Background: an optimization exercise with open tools, aiming at small area and a short achievable clock period. Do not read the settings as production practice. Only simulation tests tie the RTL to the original design; equivalence was not proved. Power figures rest on the tool's default switching activity, not on a simulated workload.

## run 1
## fft_test_core
module fft_test_core #(
  localparam int IW = 12,
  localparam int OW = 19,
  localparam int AW = 43
) (
  input  logic                 aclk,
  input  logic                 aresetn,
  input  logic [IW-1:0]        input_data_ch1,
  output logic signed [OW-1:0] fft_real,
  output logic signed [OW-1:0] fft_imag,
  output logic [AW-1:0]        amp,
  output logic                 fft_out_valid
);
export LEC_CHECK = 0
export ABC_AREA = 1
export CAP_MARGIN = 20
export CORE_MARGIN = 2
export CORE_UTILIZATION = 55
export SLEW_MARGIN = 20
export SYNTH_HIERARCHICAL = 1
export SYNTH_MINIMUM_KEEP_SIZE = 0
create_clock -name core_clock -period 16.0 [get_ports {aclk}]
standard.sh (not shown) runs the stock make flow with config.mk's settings and CLKGATE_MAP_FILE= SYNTH_SCRIPT=/design/flow/synth_recipe.tcl, a recipe that flattens the netlist after the stock synthesis.
==> flow/flow/run.sh <==
#!/bin/bash
# The standard ORFS layout, with repair_timing aiming for a larger setup slack
# (the clock and constraints stay the design's) and a clock tree without dummy loads.
# Make's full output goes to make.log.
set -euo pipefail
export CTS_ARGS="-sink_clustering_enable -repair_clock_nets -dont_use_dummy_load -sink_clustering_size 25 -sink_clustering_max_diameter 70"
bash standard.sh SETUP_SLACK_MARGIN=${MARGIN:-11.5} finish > make.log 2>&1
For run 2, these inputs were changed with respect to run 1:
Settings: CORE_UTILIZATION now 50, was 55; ABC_AREA no longer set, was 1.
[summary]
- Side by side, maximum operating frequency turned out higher in run 2 than in run 1.
- Run 2: count of cell types in the netlist higher than run 1
- Measured against each other, run 2 and run 1 differ in mux share of post-synthesis cell area, the higher figure coming from run 2.
- Compared with run 1, run 2 shows number of cells in the finished layout apart from fillers lower by 255.
- Run 1 has higher count of clock-buffer cells in the layout than run 2.
- Between run 1 and run 2, the clock tree cell share of total cell area figures differ only marginally.
--- input diff run 2..run 3 ---
Settings: PLACE_DENSITY newly set to 0.5; CORE_UTILIZATION changed from 50 to 55; ABC_AREA newly set to 1.
| vias after detailed routing | run 3 vs run 2 | worse |
Cmp run 3 vs run 2: post-route core utilization higher in run 3
Share of cell area taken by flip-flops and latches, run 2 and run 3, higher one = run 3.
Run 3: synthesized cell count higher than run 2
The number of well taps in run 2 is 1.13 times that in run 3.
Min power per cell area across run 2 and run 3: run 2
The run showing the greater mean instance size in the synthesized netlist is run 2.
Run 3 vs. run 2: combinational fraction of design power flat, global routing usage summed across all routing layers moved up.
For run 4, these inputs were changed with respect to run 3:
Settings: removing PLACE_DENSITY (formerly 0.5).
==> flow/flow/run.sh <==
#!/bin/bash
# The standard ORFS layout, with repair_timing aiming for a larger setup slack
# (the clock and constraints stay the design's) and a clock tree without dummy loads.
# Make's full output goes to make.log.
set -euo pipefail
export CTS_ARGS="-sink_clustering_enable -repair_clock_nets -dont_use_dummy_load -sink_clustering_size 25 -sink_clustering_max_diameter 70"
bash standard.sh SETUP_SLACK_MARGIN=${MARGIN:-11.65} finish > make.log 2>&1
## What came out
Run 3 was routed with fewer vias than run 4. Number of clock buffer instances in the layout was lower in the run labelled run 3. Going from run 3 to run 4, peak supply drop dropped 3.9%, fmax climbed about 0.34%, final worst slack climbed 15 ps. On clock network area share, run 4 tracks run 3 almost exactly. Detailed route wirelength on metal3 on run 4 is up relative to run 3. The wire length on met1 on run 3 is in line with that on run 4. Taking run 3 as the reference, in run 4 cell area reported after detailed placement roughly the same, first-pass GRT wire length shows no meaningful change.
Changes in run 5 relative to run 4:
Settings: putting PLACE_DENSITY at 0.7 where nothing was set.
==> flow/flow/run.sh <==
#!/bin/bash
# The standard ORFS layout, with repair_timing aiming for a larger setup slack
# (the clock and constraints stay the design's) and a clock tree without dummy loads.
# Make's full output goes to make.log.
set -euo pipefail
export CTS_ARGS="-sink_clustering_enable -repair_clock_nets -dont_use_dummy_load -sink_clustering_size 25 -sink_clustering_max_diameter 70"
bash standard.sh SETUP_SLACK_MARGIN=${MARGIN:-11.5} finish > make.log 2>&1
==> comparison <==
In run 5 the met1 wire length turned out 2.2 mm lower than in run 4.
Looking at run 5 and run 4, the sum of internal, switching and leakage power is a wash.
As far as sequential cell area in the final layout is concerned, run 4 and run 5 perform about the same.
[run 5 vs run 4] number of antenna diodes: lower in run 5
Going from run 4 to run 5, core utilization now sits lower, per-cell routed wire length went up about 2%, layout clock buffer count now sits lower, clock period minus worst slack went down, smallest hold slack went up by 13 ps.
Compared run 4 against run 5; final period utilization within noise.

* * *

## sierra
Another version of the RTL of fft_test_core (not shown whole).
Size: about 9900 cells after synthesis, ~2500 flip-flops, about 96 I/O pins, about 110000 um^2 of cells after synthesis.
## fft_test_core
module fft_test_core #(
  localparam int IW = 12,
  localparam int OW = 19,
  localparam int AW = 43
) (
  input  logic                 aclk,
  input  logic                 aresetn,
  input  logic [IW-1:0]        input_data_ch1,
  output logic signed [OW-1:0] fft_real,
  output logic signed [OW-1:0] fft_imag,
  output logic [AW-1:0]        amp,
  output logic                 fft_out_valid
);
  logic [8:0] tau;
  always_ff @(posedge aclk or negedge aresetn) begin
    if (!aresetn) tau <= '0;
    else          tau <= (tau == 9'd319) ? 9'd0 : tau + 9'd1;
  end
  logic signed [IW-1:0] din_r;
  always_ff @(posedge aclk) din_r <= {~input_data_ch1[IW-1], input_data_ch1[IW-2:0]};
  logic [31:0][33:0] r0, r1, r0_n, r1_n;
  logic [8:0] tau_n, tau_w;
  assign tau_n = (tau == 9'd319) ? 9'd0 : tau + 9'd1;
  assign tau_w = tau_n - 9'd2;
  logic r4_en, r4_lane, is2, is3, is4, is5, issq, sq_sub, bf_lane, wb2, wb3, wb4, wb5, wb_any, wb_lane, out_ph, out_sub;
  logic [4:0] m;
  always_ff @(posedge aclk or negedge aresetn) begin
    if (!aresetn) begin
      r4_en <= 1'b0;
      r4_lane <= 1'b0;
      is2 <= 1'b0;
      is3 <= 1'b0;
      is4 <= 1'b0;
      is5 <= 1'b0;
      issq <= 1'b0;
      sq_sub <= 1'b0;
      bf_lane <= 1'b0;
      wb2 <= 1'b0;
      wb3 <= 1'b0;
      wb4 <= 1'b0;
      wb5 <= 1'b0;
      wb_any <= 1'b0;
      wb_lane <= 1'b0;
      out_ph <= 1'b0;
      out_sub <= 1'b0;
      m <= '0;
    end else begin
      r4_en <= (tau_n >= 9'd66) && (tau_n < 9'd98) && !tau_n[0];
      r4_lane <= tau_n[1];
      is2 <= (tau_n >= 9'd98) && (tau_n < 9'd130);
      is3 <= (tau_n >= 9'd130) && (tau_n < 9'd162);
  ...
export LEC_CHECK = 0
export CAP_MARGIN = 20
export CORE_MARGIN = 2
export CORE_UTILIZATION = 55
export SLEW_MARGIN = 20
create_clock -name core_clock -period 16.0 [get_ports {aclk}]
==> flow/flow/run.sh <==
#!/bin/bash
# The standard ORFS layout, with repair_timing aiming for a larger setup slack
# (the clock and constraints stay the design's). Make's full output goes to make.log.
set -euo pipefail
bash standard.sh SETUP_SLACK_MARGIN=${MARGIN:-11} finish > make.log 2>&1
The final layout from sierra, which completed every stage, passed the timing, DRC and antenna checks at the end of the flow.
The inputs of maple differ from those of sierra as listed below.
==> flow/flow/run.sh <==
#!/bin/bash
# The standard ORFS layout, with repair_timing aiming for a larger setup slack
# (the clock and constraints stay the design's). Make's full output goes to make.log.
set -euo pipefail
bash standard.sh SETUP_SLACK_MARGIN=${MARGIN:-11.5} finish > make.log 2>&1
--- outcome ---
- maple vs sierra — combined global-route utilization of all metal layers rose 1.4 points.
- For maple, the most used routing layer was met2, unlike sierra, where it was met1.
- Initial antenna violation count grows by more than a quarter when moving from sierra to maple.
- Total length of routed met3 wires: maple vs sierra up 5.0%

* * *

fft_test_core, a different RTL version from the one above (not shown whole).
Size: roughly 8100 cells after synthesis, about 2600 flip-flops, roughly 96 I/O pins, about 0.096 mm^2 of cells after synthesis.
export LEC_CHECK = 0
export CAP_MARGIN = 20
export CORE_MARGIN = 2
export CORE_UTILIZATION = 45
export PLACE_DENSITY = 0.7
export SLEW_MARGIN = 20
export SYNTH_HIERARCHICAL = 1
export SYNTH_MINIMUM_KEEP_SIZE = 0
create_clock -name core_clock -period 16.0 [get_ports {aclk}]
==> flow/flow/run.sh <==
#!/bin/bash
# The standard ORFS layout, with repair_timing aiming for a larger setup slack
# (the clock and constraints stay the design's) and a clock tree without dummy loads.
# Make's full output goes to make.log.
set -euo pipefail
export CTS_ARGS="-sink_clustering_enable -repair_clock_nets -dont_use_dummy_load -sink_clustering_size 25 -sink_clustering_max_diameter 70"
bash standard.sh SETUP_SLACK_MARGIN=${MARGIN:-11.5} finish > make.log 2>&1
Next try:
--- a/flow/flow/run.sh
+++ b/flow/flow/run.sh
@@ -7 +7 @@
-bash standard.sh SETUP_SLACK_MARGIN=${MARGIN:-11.5} finish > make.log 2>&1
+bash standard.sh SETUP_SLACK_MARGIN=${MARGIN:-11.35} finish > make.log 2>&1
CORE_UTILIZATION = 55   (was 45)
PLACE_DENSITY = default   (was 0.7)
Effect: Cell area fell by 0.84%; routed wire length is higher by 6.7%; count of clock-buffer cells in the layout increases by 3; area after synthesis does not change; setup slack degrades by 0.030 ns; sequential share of layout area rose by 0.40 points; first-iteration DRC count shrinks by 11%; non-clock buffer count decreases by 11; sequential power is about the same; critical path depth is unchanged.
Next try:
--- a/flow/flow/run.sh
+++ b/flow/flow/run.sh
@@ -7 +7 @@
-bash standard.sh SETUP_SLACK_MARGIN=${MARGIN:-11.35} finish > make.log 2>&1
+bash standard.sh SETUP_SLACK_MARGIN=${MARGIN:-11.5} finish > make.log 2>&1
Effect: Power is about the same. Die area does not change. Hold slack improves by 0.0045 ns. Final cell count went up slightly. Wire length barely changes. Global-route usage barely changes. Core utilization climbs by 0.58 points. Maximum frequency came out higher slightly. Design area rises slightly. Register-to-register slack improves by 0.10 ns. Via count goes up slightly.

[re-timing with driven ports]
In the flow no input, the clock included, has a driving cell. The finished layouts below were timed again as built, in two steps. Step 1 sets driving cells, clkbuf_16 on the clock port and buf_2 on the other inputs (assumed; they add their load-dependent delay and slew). Step 2, shift: input delay + t, output delay - t, t = (earliest + latest rising clock arrival at the registers) / 2. This alone moves slack from input paths to output paths. Slacks: no drivers / after step 1 / after step 2; pairs: no drivers / after step 1.
run | t, ns | slack for setup (ns) | latest minus earliest clock arrival (ns)
run 1 | 0.883 | 11.440 / 11.359 / 11.311 | 0.114 / 0.115
run 2 | 0.863 | 11.460 / 11.376 / 11.426 | 0.143 / 0.142
run 3 | 0.892 | 11.408 / 11.317 / 11.397 | 0.112 / 0.112
run 4 | 0.892 | 11.423 / 11.332 / 11.378 | 0.117 / 0.118
run 5 | 0.894 | 11.431 / 11.343 / 11.450 | 0.144 / 0.144
sierra | 0.983 | 11.021 / 10.974 / 11.021 | 0.084 / 0.084
maple | 0.964 | 11.161 / 11.161 / 11.161 | 0.098 / 0.098
the first run of note 3 | 0.875 | 11.413 / 11.328 / 11.510 | 0.122 / 0.121
the second run of note 3 | 0.881 | 11.382 / 11.292 / 11.195 | 0.136 / 0.136
the third run of note 3 | 0.855 | 11.396 / 11.315 / 11.178 | 0.122 / 0.121
After both steps setup and hold are still met in every run listed. The setup slack of the third run of note 3, which loses most, moves by -0.081 ns with the drivers and by -0.218 ns with both steps. Setup slack includes reset recovery checks.
